Background: an optimization exercise with open tools, aiming at small area, a short achievable clock period and few clock cycles. Do not read the settings as production practice. At most, simulation tests tie the RTL to the original design; equivalence was not proved. No activity file was given, so power comes from the tool's default toggle rates.

## rotor_byte_cipher
module rotor_byte_cipher (
  input  logic        clk,
  input  logic        rst,
  input  logic        cfg_we,
  input  logic [1:0]  cfg_index,
  input  logic [59:0] cfg_data,
  input  logic        byte_valid,
  output logic        byte_ready,
  input  logic        restart,
  input  logic [7:0]  data_in,
  output logic        code_valid,
  input  logic        code_ready,
  output logic [7:0]  data_out
);
Size: ~2300 cells after synthesis, ~420 flip-flops, roughly 86 I/O pins, ~21000 um^2 of cells after synthesis.
Settings: LEC_CHECK=0, ABC_AREA=1, CAP_MARGIN=20, CORE_MARGIN=2, CORE_UTILIZATION=40, PLACE_DENSITY=0.6, SETUP_SLACK_MARGIN=3.5, SLEW_MARGIN=20; clock period 6.0 ns.
run.sh (not shown) runs the stock make flow with config.mk's settings and CLKGATE_MAP_FILE= SYNTH_SCRIPT=/design/flow/synth_recipe.tcl, a recipe that flattens the netlist after the stock synthesis.
Change:
--- a/flow/config.mk
+++ b/flow/config.mk
@@ -7,3 +7,2 @@
 export LEC_CHECK = 0
-export ABC_AREA = 1
 export CAP_MARGIN = 20
=> The changed run finished with timing, DRC and antenna clean; core utilization came out higher by 1.4 points; power came out higher slightly; flip-flop and latch count does not change; setup slack degrades by 200 ps; combinational power came out higher by about a fifth; synthesized cell count came out lower by a quarter to a third; sequential power is about the same.
No run of this note included a check of the RTL's function; only the layout flow was run.

rotor_byte_cipher, a different RTL version from the one above (not shown whole).
For scale: roughly 2100 cells after synthesis, ~410 flip-flops, ~25000 µm² of cells after synthesis.
clock: 6.0 ns
lec_check: 0
abc_clock_period_in_ps: 3000
cap_margin: 20
core_margin: 2
core_utilization: 40
place_density: 0.6
setup_slack_margin: 2.9
slew_margin: 20
Testbench counts at the start, summed over its fixed seeds: cycles 12,417.
Then changed:
Settings changed: ABC_CLOCK_PERIOD_IN_PS 3000 to default, SETUP_SLACK_MARGIN 2.9 to default.
Effect:
- area after synthesis stays the same
- sequential cell count stays the same
- cell count went down by 6.7%
- power went down by 9.2%
- count of clock-buffer cells in the layout went down by 3
- first-iteration DRC count went down by 18%
Then changed:
Settings changed: ABC_CLOCK_PERIOD_IN_PS from default to 2500, SETUP_SLACK_MARGIN from default to 3.4.
=> The changed run finished with timing, DRC and antenna clean. Utilization rises by 8.7 points. Maximum frequency increases by well over a third. Cell count rose by roughly a tenth. Wire length came out higher by about a fifth. Final area grows by about a fifth.

## run A
rotor_byte_cipher, a different RTL version from the one above (not shown whole).
Size: about 2400 cells after synthesis, roughly 430 flip-flops, ~86 I/O pins, ~22000 µm² of cells after synthesis.
export LEC_CHECK = 0
export ABC_AREA = 1
export CAP_MARGIN = 20
export CORE_MARGIN = 2
export CORE_UTILIZATION = 40
export CTS_CLUSTER_DIAMETER = 100
export CTS_CLUSTER_SIZE = 30
export PLACE_DENSITY = 0.6
export SETUP_SLACK_MARGIN = 3.6
export SLEW_MARGIN = 20
create_clock -name core_clock -period 6.0 [get_ports {clk}]
Run A: full flow OK, the timing, design-rule and antenna checks passed
Testbench counts of run A, summed over its fixed seeds: cycles 12,417.
#### Input delta (run B over run A)
# run A
export LEC_CHECK = 0
export ABC_AREA = 1
export CAP_MARGIN = 20
export CORE_MARGIN = 2
export CORE_UTILIZATION = 40
export CTS_CLUSTER_DIAMETER = 100
export CTS_CLUSTER_SIZE = 30
export PLACE_DENSITY = 0.6
export SETUP_SLACK_MARGIN = 3.6
export SLEW_MARGIN = 20
create_clock -name core_clock -period 6.0 [get_ports {clk}]
# run B
export LEC_CHECK = 0
export ABC_AREA = 1
export CAP_MARGIN = 20
export CORE_MARGIN = 2
export CORE_UTILIZATION = 40
export PLACE_DENSITY = 0.6
export SETUP_SLACK_MARGIN = 3.6
export SLEW_MARGIN = 20
create_clock -name core_clock -period 6.0 [get_ports {clk}]
==> run notes <==
No stage failed in run B, and the final checks on the layout all came back clean. Total power grows by more than 10% when moving from run A to run B. Taking run A as the reference, in run B amount of wire on met3 after detailed routing went up about 14%, areal power density over the cells went up 17%, time the final worst path needs with I/O delays and setup went up 0.030 ns, clock skew went down 0.0095 ns. Run B does worse than run A on routed wire length.
For run C, these inputs were changed with respect to run B:
# run B
export LEC_CHECK = 0
export ABC_AREA = 1
export CAP_MARGIN = 20
export CORE_MARGIN = 2
export CORE_UTILIZATION = 40
export PLACE_DENSITY = 0.6
export SETUP_SLACK_MARGIN = 3.6
export SLEW_MARGIN = 20
create_clock -name core_clock -period 6.0 [get_ports {clk}]
# run C
export LEC_CHECK = 0
export ABC_AREA = 1
export CAP_MARGIN = 20
export CORE_MARGIN = 2
export CORE_UTILIZATION = 40
export CTS_CLUSTER_DIAMETER = 100
export CTS_CLUSTER_SIZE = 24
export PLACE_DENSITY = 0.6
export SETUP_SLACK_MARGIN = 3.8
export SLEW_MARGIN = 20
create_clock -name core_clock -period 6.0 [get_ports {clk}]
==> flow/flow/run.sh (new file) <==
#!/bin/bash
# layout flow: the standard flow, with plain buffers on the ports (instead of
# the delay cells buffer_ports picks by default) and resizing not tied to footprints
bash standard.sh MATCH_CELL_FOOTPRINT=0 "BUFFER_PORTS_ARGS=-buffer_cell sky130_fd_sc_hd__buf_2" finish > standard.log 2>&1
==> flow/standard.sh (new file) <==
#!/bin/bash
# synth_recipe.tcl (not shown) runs the flow's synth.tcl, then flattens the netlist and writes it again
# the make line also repeats each setting of config.mk as NAME=value (left out here)
make -C /OpenROAD-flow-scripts/flow DESIGN_CONFIG=/design/flow/config.mk WORK_HOME=/design/flow/orfs CLKGATE_MAP_FILE= SYNTH_SCRIPT=/design/flow/synth_recipe.tcl "${@:-finish}"
removed: flow/run.sh
Results
- Run C completed; timing, DRC and antenna clean
- The lower worst hold-check slack came out of run B.
- The total wire length after detailed routing was comparable across run C and run B.
- The later-pin clock latency in the skew report on run B is in line with that on run C.
- Looking at largest driver fanout on the critical path, run C sits 1 lower than run B does.
- Run C ends up with lower post-route core utilization than run B does.
- Run B has higher design area than run C.
- Re routing usage on met1: run B was higher than run C.
- Summary: with run B as the reference, total power density per cell area in run C moved down by more than 10%.
- Taking run B as the reference, in run C longest individual stage delay on the worst path roughly the same; number of clock buffers in the layout lower.
The inputs of run D differ from those of run C as listed below.
# run C
export LEC_CHECK = 0
export ABC_AREA = 1
export CAP_MARGIN = 20
export CORE_MARGIN = 2
export CORE_UTILIZATION = 40
export CTS_CLUSTER_DIAMETER = 100
export CTS_CLUSTER_SIZE = 24
export PLACE_DENSITY = 0.6
export SETUP_SLACK_MARGIN = 3.8
export SLEW_MARGIN = 20
create_clock -name core_clock -period 6.0 [get_ports {clk}]
# run D
export LEC_CHECK = 0
export ABC_AREA = 1
export CAP_MARGIN = 20
export CORE_MARGIN = 2
export CORE_UTILIZATION = 55
export CTS_CLUSTER_DIAMETER = 100
export CTS_CLUSTER_SIZE = 30
export PLACE_DENSITY = 0.7
export SETUP_SLACK_MARGIN = 3.6
export SLEW_MARGIN = 20
create_clock -name core_clock -period 6.0 [get_ports {clk}]
==> flow/run.sh (new file) <==
#!/bin/bash
# synth_recipe.tcl (not shown) runs the flow's synth.tcl, then flattens the netlist and writes it again
# the make line also repeats each setting of config.mk as NAME=value (left out here)
make -C /OpenROAD-flow-scripts/flow DESIGN_CONFIG=/design/flow/config.mk WORK_HOME=/design/flow/orfs CLKGATE_MAP_FILE= SYNTH_SCRIPT=/design/flow/synth_recipe.tcl finish
removed: flow/flow/run.sh
removed: flow/standard.sh
Findings:
Row required time at the endpoint of the critical path: run D lower / run C higher
First-iteration DRC count sits lower in run D than in run C.
Comparing clock latency of the later-clocked register in the worst-skew pair for run D and run C, the smaller number came from run D.
Number of buffers added by the clock tree synthesis step delta for run D relative to run C: 4 lower
Of the two values seen for classification of the worst setup path, input port to flip-flop was produced by run D and flip-flop to flip-flop by run C.
Run D: total power lower than run C
Re multi-input logic portion of the cell area: run D is 0.61 points down on run C.
Final design area excluding fillers: run D vs run C down 2.9%
Cmp run D and run C / global-route usage / lower: run C
### run D -> run E
# run D
export LEC_CHECK = 0
export ABC_AREA = 1
export CAP_MARGIN = 20
export CORE_MARGIN = 2
export CORE_UTILIZATION = 55
export CTS_CLUSTER_DIAMETER = 100
export CTS_CLUSTER_SIZE = 30
export PLACE_DENSITY = 0.7
export SETUP_SLACK_MARGIN = 3.6
export SLEW_MARGIN = 20
create_clock -name core_clock -period 6.0 [get_ports {clk}]
# run E
export LEC_CHECK = 0
export ABC_AREA = 1
export CAP_MARGIN = 20
export CORE_MARGIN = 2
export CORE_UTILIZATION = 40
export PLACE_DENSITY = 0.6
export SETUP_SLACK_MARGIN = 3.6
export SLEW_MARGIN = 20
create_clock -name core_clock -period 6.0 [get_ports {clk}]
==> flow/flow/run.sh (new file) <==
#!/bin/bash
# layout flow: the standard flow, with plain buffers on the ports (instead of
# the delay cells buffer_ports picks by default) and resizing not tied to footprints
bash standard.sh MATCH_CELL_FOOTPRINT=0 "BUFFER_PORTS_ARGS=-buffer_cell sky130_fd_sc_hd__buf_2" finish > standard.log 2>&1
==> flow/standard.sh (new file) <==
#!/bin/bash
# synth_recipe.tcl (not shown) runs the flow's synth.tcl, then flattens the netlist and writes it again
# the make line also repeats each setting of config.mk as NAME=value (left out here)
make -C /OpenROAD-flow-scripts/flow DESIGN_CONFIG=/design/flow/config.mk WORK_HOME=/design/flow/orfs CLKGATE_MAP_FILE= SYNTH_SCRIPT=/design/flow/synth_recipe.tcl "${@:-finish}"
removed: flow/run.sh
Results
- Total wire length on run E is behind run D.
- The lower global-route track usage on met1 of run E and run D is in run E.
- Of run E and run D, the run reporting the higher number of antenna violations at the first check in global routing was run E.
- [run E vs run D] clock share of power: higher in run E
- Lower overall global routing resource usage goes to run E over run D.
- Taking run D as the reference, in run E final total power shows an increase of 21%; final cell area excluding filler cells shows an increase of 1.6%; worst setup slack shows a reduction of 0.010 ns.

rotor_byte_cipher, a different RTL version from the one above (not shown whole).
Size: about 440 flip-flops, about 86 I/O pins, about 22000 um2 of cells after synthesis.
Settings: LEC_CHECK=0, ABC_AREA=1, CAP_MARGIN=5, CORE_MARGIN=2, CORE_UTILIZATION=40, CTS_CLUSTER_DIAMETER=100, CTS_CLUSTER_SIZE=24, PLACE_DENSITY=0.6, SETUP_SLACK_MARGIN=3.6, SLEW_MARGIN=5; clock period 6.0 ns.
standard.sh (not shown) runs the stock make flow with config.mk's settings and CLKGATE_MAP_FILE= SYNTH_SCRIPT=/design/flow/synth_recipe.tcl, a recipe that flattens the netlist after the stock synthesis.
==> flow/flow/run.sh <==
#!/bin/bash
# layout flow: the standard flow, with plain buffers on the ports (instead of
# the delay cells buffer_ports picks by default) and resizing not tied to footprints
bash standard.sh MATCH_CELL_FOOTPRINT=0 "BUFFER_PORTS_ARGS=-buffer_cell sky130_fd_sc_hd__buf_2" finish > standard.log 2>&1
Testbench counts at the start, summed over its fixed seeds: cycles 12,417.
Change:
CAP_MARGIN = 20   (was 5)
SETUP_SLACK_MARGIN = 3.7   (was 3.6)
SLEW_MARGIN = 20   (was 5)
Effect: Clock-buffer cell count grows by 2. Design area went up by 0.95%. Cell count stays flat. Setup slack improves by 0.046 ns. Die area does not change. Utilization rises by 0.44 points. Sequential share of layout area goes down by 0.45 points. Hold slack is about the same. Fmax goes up by about 2%. Power falls by about 0.4%. First-iteration DRC count stays flat.
Change:
SETUP_SLACK_MARGIN = 3.6   (was 3.7)
The changed run finished clean; maximum frequency came out lower by 0.48%; worst setup slack gets worse by 0.011 ns; global-route usage climbs by 0.52 points.
Change:
PLACE_DENSITY = 0.65   (was 0.6)
Maximum frequency came out lower by 1.5%.
Design area climbs by 0.33%.
Setup slack gets worse by 0.036 ns.
Final cell count stays flat.

-- static timing again, ports no longer ideal --
Ports are ideal in the flow. The routed layouts listed here were re-timed in OpenROAD.
Step 1 sets driving cells, clkbuf_16 on the clock port and buf_2 on the other inputs (assumed; they add their load-dependent delay and slew).
Step 2 adds t to the input delays and takes it off the output delays; t is the mean of the earliest and latest rising clock arrival at the registers after step 1. Input paths then give back, and output paths get back, about the clock's delay inside the block.
Slacks: ideal ports / drivers / drivers and shift; pairs: ideal ports / drivers.
run | t (ns) | setup WS [ns] | worst setup path at the end | clock arrival spread, ns | pins driven straight from the clock port
the first run of note 1 | 0.656 | 2.931 / 2.931 / 2.505 | input to register | 0.029 / 0.030 | 1
the second run of note 1 | 0.648 | 2.736 / 2.736 / 2.636 | input to register | 0.034 / 0.034 | 1
the first run of note 2 | 0.661 | 2.350 / 2.350 / 2.040 | input to register | 0.037 / 0.037 | 1
the second run of note 2 | 0.655 | 0.733 / 0.733 / 0.733 | register to register | 0.035 / 0.035 | 1
the third run of note 2 | 0.677 | 2.485 / 2.485 / 2.191 | input to register | 0.040 / 0.040 | 1
run A | 0.626 | 3.596 / 3.583 / 3.008 | input to register | 0.022 / 0.022 | 1
run B | 0.651 | 3.566 / 3.566 / 3.009 | input to register | 0.014 / 0.013 | 1
run C | 0.628 | 3.556 / 3.556 / 3.234 | input to register | 0.045 / 0.046 | 1
run D | 0.609 | 3.572 / 3.588 / 2.995 | input to register | 0.023 / 0.023 | 1
run E | 0.638 | 3.562 / 3.562 / 3.070 | input to register | 0.017 / 0.016 | 1
the first run of note 4 | 0.635 | 3.608 / 3.578 / 2.944 | input to register | 0.024 / 0.023 | 1
the second run of note 4 | 0.627 | 3.654 / 3.654 / 3.090 | input to register | 0.029 / 0.028 | 1
the third run of note 4 | 0.639 | 3.642 / 3.582 / 3.062 | input to register | 0.022 / 0.022 | 1
the fourth run of note 4 | 0.641 | 3.607 / 3.562 / 3.039 | input to register | 0.030 / 0.029 | 1
After both steps setup and hold are still met in every run listed. For the first run of note 4, which loses most, drivers alone change the setup slack by -0.030 ns; drivers and shift together by -0.664 ns.
